This is an optimization exercise on Yosys and OpenROAD, whose aim is small area, not a production implementation. In this exercise RTL edits were held to simulation tests only and were not proved equivalent to the original. Power is estimated from default activity; no workload was simulated.

==> flow/design.v <==
module lab_probe_trace #(
    parameter int NCH   = 8,
    parameter int W     = 16,
    parameter int DEPTH = 16,
    localparam int AW   = $clog2(DEPTH)
) (
    input  logic               i_lab_clk,
    input  logic               i_lab_reset,
    input  logic               i_step_clk,
    input  logic [NCH*W-1:0]   i_probe_in,
    input  logic               i_arm,
    input  logic               i_stop,
    input  logic               i_trig_en,
    input  logic [2:0]         i_trig_ch,
    input  logic [W-1:0]       i_trig_val,
    input  logic [AW-1:0]      i_post_len,
    input  logic [AW-1:0]      i_rd_idx,
    output logic [NCH*W-1:0]   o_rd_data,
    output logic [AW:0]        o_count,
    output logic [1:0]         o_state,
    output logic               o_triggered,
    output logic [31:0]        o_step_cnt
);
    typedef enum logic [1:0] {
        S_IDLE = 2'd0,
        S_RUN  = 2'd1,
        S_POST = 2'd2,
        S_DONE = 2'd3
    } state_t;
    state_t             r_state;
    state_t             w_stateNext;
    logic               r_stepS1;
    logic               r_stepS2;
    logic               r_stepD;
    logic               r_armD;
    logic               w_stepStrobe;
    logic               w_armRise;
    logic               w_capture;
    logic               w_startSession;
    logic               w_trigHit;
    logic [AW-1:0]      r_wptr;
    logic [AW:0]        r_count;
    logic               r_triggered;
    logic [31:0]        r_stepCnt;
    logic [NCH*W-1:0]   r_rdData;
    logic [AW-1:0]      w_rdAddr;
    logic [NCH*W-1:0]   r_mem [DEPTH];
    logic               r_trigEn;
    logic [2:0]         r_trigCh;
    logic [W-1:0]       r_trigVal;
    logic [AW-1:0]      r_postLen;
    logic [AW-1:0]      r_postCnt;
    logic [W-1:0]       w_trigSample;
    always_comb begin
        w_trigSample = '0;
        for (int k = 0; k < 8; k++) begin
            if (r_trigCh == 3'(k)) begin
                w_trigSample = i_probe_in[(k % NCH) * W +: W];
            end
        end
    end
    assign w_stepStrobe = r_stepS2 & ~r_stepD;
    assign w_armRise    = i_arm & ~r_armD;
    assign w_rdAddr     = r_wptr - AW'(1) - i_rd_idx;
    always_ff @(posedge i_lab_clk or negedge i_lab_reset) begin
        if (!i_lab_reset) begin
            r_state <= S_IDLE;
        end else begin
            r_state <= w_stateNext;
        end
    end
    always_comb begin
        w_stateNext    = r_state;
        w_capture      = 1'b0;
        w_startSession = 1'b0;
        w_trigHit      = 1'b0;
        case (r_state)
            S_IDLE, S_DONE: begin
                if (w_armRise && !i_stop) begin
                    w_startSession = 1'b1;
                    w_stateNext    = S_RUN;
                end
            end
            S_RUN: begin
                w_capture = w_stepStrobe;
                if (w_stepStrobe && r_trigEn && (w_trigSample == r_trigVal)) begin
                    w_trigHit   = 1'b1;
                    w_stateNext = (r_postLen == '0) ? S_DONE : S_POST;
                end
                if (i_stop) begin
                    w_stateNext = S_DONE;
                end
            end
            S_POST: begin
                w_capture = w_stepStrobe;
                if (w_stepStrobe && (r_postCnt == AW'(1))) begin
                    w_stateNext = S_DONE;
                end
                if (i_stop) begin
                    w_stateNext = S_DONE;
                end
            end
            default: w_stateNext = S_IDLE;
        endcase
    end
    always_ff @(posedge i_lab_clk or negedge i_lab_reset) begin
        if (!i_lab_reset) begin
            r_stepS1    <= 1'b0;
            r_stepS2    <= 1'b0;
            r_stepD     <= 1'b0;
            r_armD      <= 1'b0;
            r_wptr      <= '0;
            r_count     <= '0;
            r_triggered <= 1'b0;
            r_stepCnt   <= '0;
            r_rdData    <= '0;
        end else begin
            r_stepS1 <= i_step_clk;
            r_stepS2 <= r_stepS1;
            r_stepD  <= r_stepS2;
            r_armD   <= i_arm;
            if (w_stepStrobe) begin
                r_stepCnt <= r_stepCnt + 32'd1;
            end
            if (w_startSession) begin
                r_wptr      <= '0;
                r_count     <= '0;
                r_triggered <= 1'b0;
            end else begin
                if (w_capture) begin
                    r_wptr <= r_wptr + AW'(1);
                    if (r_count != (AW+1)'(DEPTH)) begin
                        r_count <= r_count + (AW+1)'(1);
                    end
                end
                if (w_trigHit) begin
                    r_triggered <= 1'b1;
                end
            end
            if ({1'b0, i_rd_idx} < r_count) begin
                r_rdData <= r_mem[w_rdAddr];
            end else begin
                r_rdData <= '0;
            end
        end
    end
    always_ff @(posedge i_lab_clk or negedge i_lab_reset) begin
        if (!i_lab_reset) begin
            r_trigEn  <= 1'b0;
            r_trigCh  <= '0;
            r_trigVal <= '0;
            r_postLen <= '0;
            r_postCnt <= '0;
        end else begin
            if (w_startSession) begin
                r_trigEn  <= i_trig_en;
                r_trigCh  <= i_trig_ch;
                r_trigVal <= i_trig_val;
                r_postLen <= i_post_len;
            end
            if (w_trigHit) begin
                r_postCnt <= r_postLen;
            end else if (w_capture && (r_state == S_POST)) begin
                r_postCnt <= r_postCnt - AW'(1);
            end
        end
    end
    always_ff @(posedge i_lab_clk) begin
        if (w_capture) begin
            r_mem[r_wptr] <= i_probe_in;
        end
    end
    assign o_rd_data   = r_rdData;
    assign o_count     = r_count;
    assign o_state     = r_state;
    assign o_triggered = r_triggered;
    assign o_step_cnt  = r_stepCnt;
endmodule
==> flow/run.sh <==
#!/bin/bash
# synth_recipe.tcl (not shown) runs the flow's synth.tcl, then flattens the netlist and writes it again
# the make line also repeats each setting of config.mk as NAME=value (left out here)
make -C /OpenROAD-flow-scripts/flow DESIGN_CONFIG=/design/flow/config.mk WORK_HOME=/design/flow/orfs CLKGATE_MAP_FILE= SYNTH_SCRIPT=/design/flow/synth_recipe.tcl finish
==> flow/config.mk <==
export PLATFORM = sky130hd
export DESIGN_NAME = lab_probe_trace
export DESIGN_NICKNAME = lab_probe_trace
export VERILOG_FILES = /design/flow/design.v
export SDC_FILE = /design/flow/constraint.sdc
export NUM_CORES = 4
export LEC_CHECK = 0
export CAP_MARGIN = 20
export CORE_MARGIN = 2
export CORE_UTILIZATION = 40
export SLEW_MARGIN = 20
==> flow/constraint.sdc <==
create_clock -name core_clock -period 4.5 [get_ports {i_lab_clk}]
set_input_delay 0.9000 -clock core_clock [delete_from_list [all_inputs] [get_ports {i_lab_clk}]]
set_output_delay 0.9000 -clock core_clock [all_outputs]
set_load 0.01 [all_outputs]
==> summary.txt <==
Status: timing/DRC/antenna clean
Vias: 42.60k
Final ANT Viol Nets: 0
Power density over the cells: 618.0 mW/mm^2
Area after DPL: 0.09558 mm^2
Crit path max-delay cell type: clkdlybuf4s50_1
Avg Vias per Cell: 5.628
Worst Setup SP: i_probe_in[65]
Crit start category: input pin
RSZ-0062 raised after global routing: false
Synth Flop Type: edfxtp_1
Clock buffer depth: 3
Share of cells above drive strength 1: 26.62%
R2R cell count: 10
CTS tree: done
Top post-synthesis cells by area: edfxtp_1 71%, mux4_2 14%, dfrtp_1 5.9%
Final Setup Violations: 0
Initial core utilization: 40.16%
Final Hold Violating Endpoints: 0
Die ar.: 0.2188 mm^2
Total area of sequential cells: 0.06661 mm^2
Initial antenna violation count: 17
Clock slew at reported path FFs: 60 ps
Arrival time at the worst endpoint: 4470 ps
Dpl hpwl: 138,900 um
First-pass GRT wire length: 328,600 um
Num CTS Buffers: 223
Crit path kind: in -> reg
Pre-antenna DRT Iters: 6
Total negative slack: 0 ps
Net count after synthesis: 4,050
Number of flops mapped to enable cells by yosys: 2,048
WP buf/inv: 2
GP Congestion: 0.8292
Row count: 170
Die W: 467.8 um
Reg2reg end: r_postCnt[0]
Die Y: 467.8 um
Final Cycle Share: 82.49%
Largest net degree at the start of global routing: 77
Number of DRC violations after detailed-routing iteration 0: 4,214
Syn-to-layout area delta: 19.89%
Design Area, Final: 0.1031 mm^2
#FFs+latches synth: 2,252
LEAKAGE: 33.77 nW
Setup crit end: r_postCnt[0]
Worst skew pair latency: 880 ps
Hold_buf cts: 1
Min-Delay Path Class: reg -> reg
IR Drop Worst-Case VDD: 0.5809 mV
Pre-CTS setup slack: -128.1 ps
CTS sink cnt: 2,252
Nature of the critical path endpoint: flip-flop
Drt wl/cell: 30.69 um
Yosys top cell area share: 71.49%
Sequential element share of the synthesized area: 77.42%
Worst Path Required: 5260 ps
Core area: 0.2142 mm^2
Post-synth ARST share: 9.059%
Clock Skew: 32.81 ps
Cell Area, Synth: 0.08603 mm^2
Number of global-route vias before repair: 43.78k
Yosys top cell by area: edfxtp_1
WP depth: 10
Post-CTS setup buffers: 0
Max stage delay on crit path: 620 ps
Rel. slew slack: 41.21%
Num ports: 329
Achievable Freq: 269.4 MHz
Cell Chain, Critical Path: clkdlybuf4s50_1 -> mux4_1 -> mux2i_1 -> nor2_1 -> or4b_1 -> or4_4 -> nor4_4 -> buf_12 -> nand2_4 -> mux2_4
GRT overflow: 0
Power, Total: 63.74 mW
Worst r2r src: r_trigCh[1]
Root buffer cell: clkbuf_16
Max H-tree Level: 4
Port Buffers: 328
Crit path time final: 3712 ps
Cells after Synth: 3,870
Pins over their slew limit: 0
DRC Markers: 0
Mean post-synth cell area: 22.23 um^2
Fill cells: 17.30k
Multi-input gate area: 0.01861 mm^2
Post-CTS Resized: 0
Yosys warns: 1
Delay-heaviest family, CP: simple AND/OR/NAND/NOR gates
CP Max Fanout: 6
Routed WL: 232,300 um
Tot GR Track Use: 21.19%
Fin nets: 4,709
Worst-margin pin slew: 879.1 ps
Reg2Reg Setup Slack: 800 ps
Final worst-path setup slack: 788.0 ps
Max_cap viols: 0
Yosys cell types: 64
==> power breakdown <==
part           switching [mW]  internal (mW)
Combinational            10.5           9.62
Sequential              0.720           24.0
Clock                    8.04           10.9
==> stage by stage <==
step                std cells  util [%]  hold slack [ps]
finish                   7570     48.15            350.0
global route             7568     48.15            376.9
CTS                      7567     48.15            359.8
detailed placement       7141     44.62            349.6
global placement         7141     44.62            344.0
floorplan                3870         -            331.2
==> layout make-up <==
class                           instances  area share [%]
Sequential cell                      2252           64.58
Multi-Input combinational cell       1382           18.05
Timing Repair Buffer                  652           6.544
Clock buffer                          283           5.864
Tap cell                             2838           3.443
Clock inverter                        142           1.448
Inverter                               18         0.06551
Antenna cell                            3        0.007279
==> synthesized netlist by cell type, types with 2 or more instances <==
library cell / instances
a211oi_1: 257
nand4_1: 13
nand2_1: 29
o21ai_0: 13
buf_1: 62
mux2i_1: 157
a32o_1: 2
and3_1: 5
a22o_1: 3
nor3b_1: 2
a21boi_0: 2
nor2_1: 30
o2bb2ai_1: 2
nor3_1: 4
xor2_1: 18
inv_1: 17
buf_2: 9
and2_1: 19
buf_4: 3
a22oi_1: 2
mux2_4: 4
nor4_1: 5
nand3_1: 12
mux4_2: 527
o211ai_1: 6
a221o_1: 3
dfrtp_1: 204
a221oi_1: 4
nand2b_1: 5
a21oi_1: 10
edfxtp_1: 2048
xnor2_1: 36
nand3b_1: 4
nor2b_1: 134
ha_1: 18
mux2_2: 25
and4_1: 3
clkbuf_1: 144
o31ai_1: 4
==> sequential cells by signal, indices dropped and copies added (netlist names), 2 cells and up <==
signal,count
r_mem,2048
r_rdData,128
r_stepCnt,32
r_trigVal,16
r_count,5
r_postCnt,4
r_postLen,4
r_wptr,4
r_trigCh,3
r_state,2
==> worst min-delay path by stage <==
stage                to  cells after the start  slack (ps)     start
3_5_place_dp   r_stepS2                      0         350  r_stepS1
6_report       r_stepS2                      0         350  r_stepS1
3_3_place_gp   r_stepS2                      0         340  r_stepS1
2_1_floorplan  r_stepS2                      0         330  r_stepS1
4_1_cts        r_stepS2                      0         360  r_stepS1
5_1_grt        r_stepS2                      0         380  r_stepS1
==> kinds of logic after synthesis <==
group,Yosys count,synth area share (%)
simple gates,275,1.868
compound gates,320,2.768
xor+xnor,54,0.5498
buf+inv,236,1.056
mux,714,16.05
flops,2252,77.42
fa+ha+maj,19,0.2851
==> metal layers <==
metal	share of wire [%]	routed length, um	GRT usage (%)	up-vias
li1	-	-	-	17600
met1	41	96180	28.72	23300
met2	49	114900	35.09	1408
met3	5.9	13780	3.417	292
met4	3.2	7376	6.882	2
met5	0.0069	16	0	-
==> layout by cell type, fill, tap and decap left out, drive strengths merged, types with 6 or more instances in the layout <==
cell,count
nor2,30
nand4,13
clkinv,103
mux2i,157
ha,18
a21oi,10
xnor2,36
dfrtp,204
nand3,12
inv,26
mux2,29
clkdlybuf4s50,327
xor2,18
o211ai,6
clkinvlp,8
nor2b,134
bufinv,23
and2,19
edfxtp,2048
o21ai,13
buf,324
a211oi,257
nand2,30
nor4,6
clkbuf,283
mux4,528

[re-timing with driven ports]
Ports are ideal in the flow. The routed layout listed here was re-timed in OpenROAD.
Step 1: set_driving_cell puts a clkbuf_16 on i_lab_clk and a buf_2 on each other input, an assumption about the parent block.
Step 2 adds t to the input delays and takes it off the output delays; t is the mean of the earliest and latest rising clock arrival at the registers after step 1. Input paths then give back, and output paths get back, about the clock's delay inside the block.
Three values: no drivers, after step 1, after step 2; two values: the first two.
t, ns: 0.955
slack for setup (ns): 0.788 / 0.802 / -0.091
worst register clock-pin slew, ns: 0.07 / 0.07
pins driven straight from the clock port: 1
Met with ideal ports but missed after step 2: setup timing in this run. The setup slack of this run moves by +0.014 ns with the drivers and by -0.879 ns with both steps.
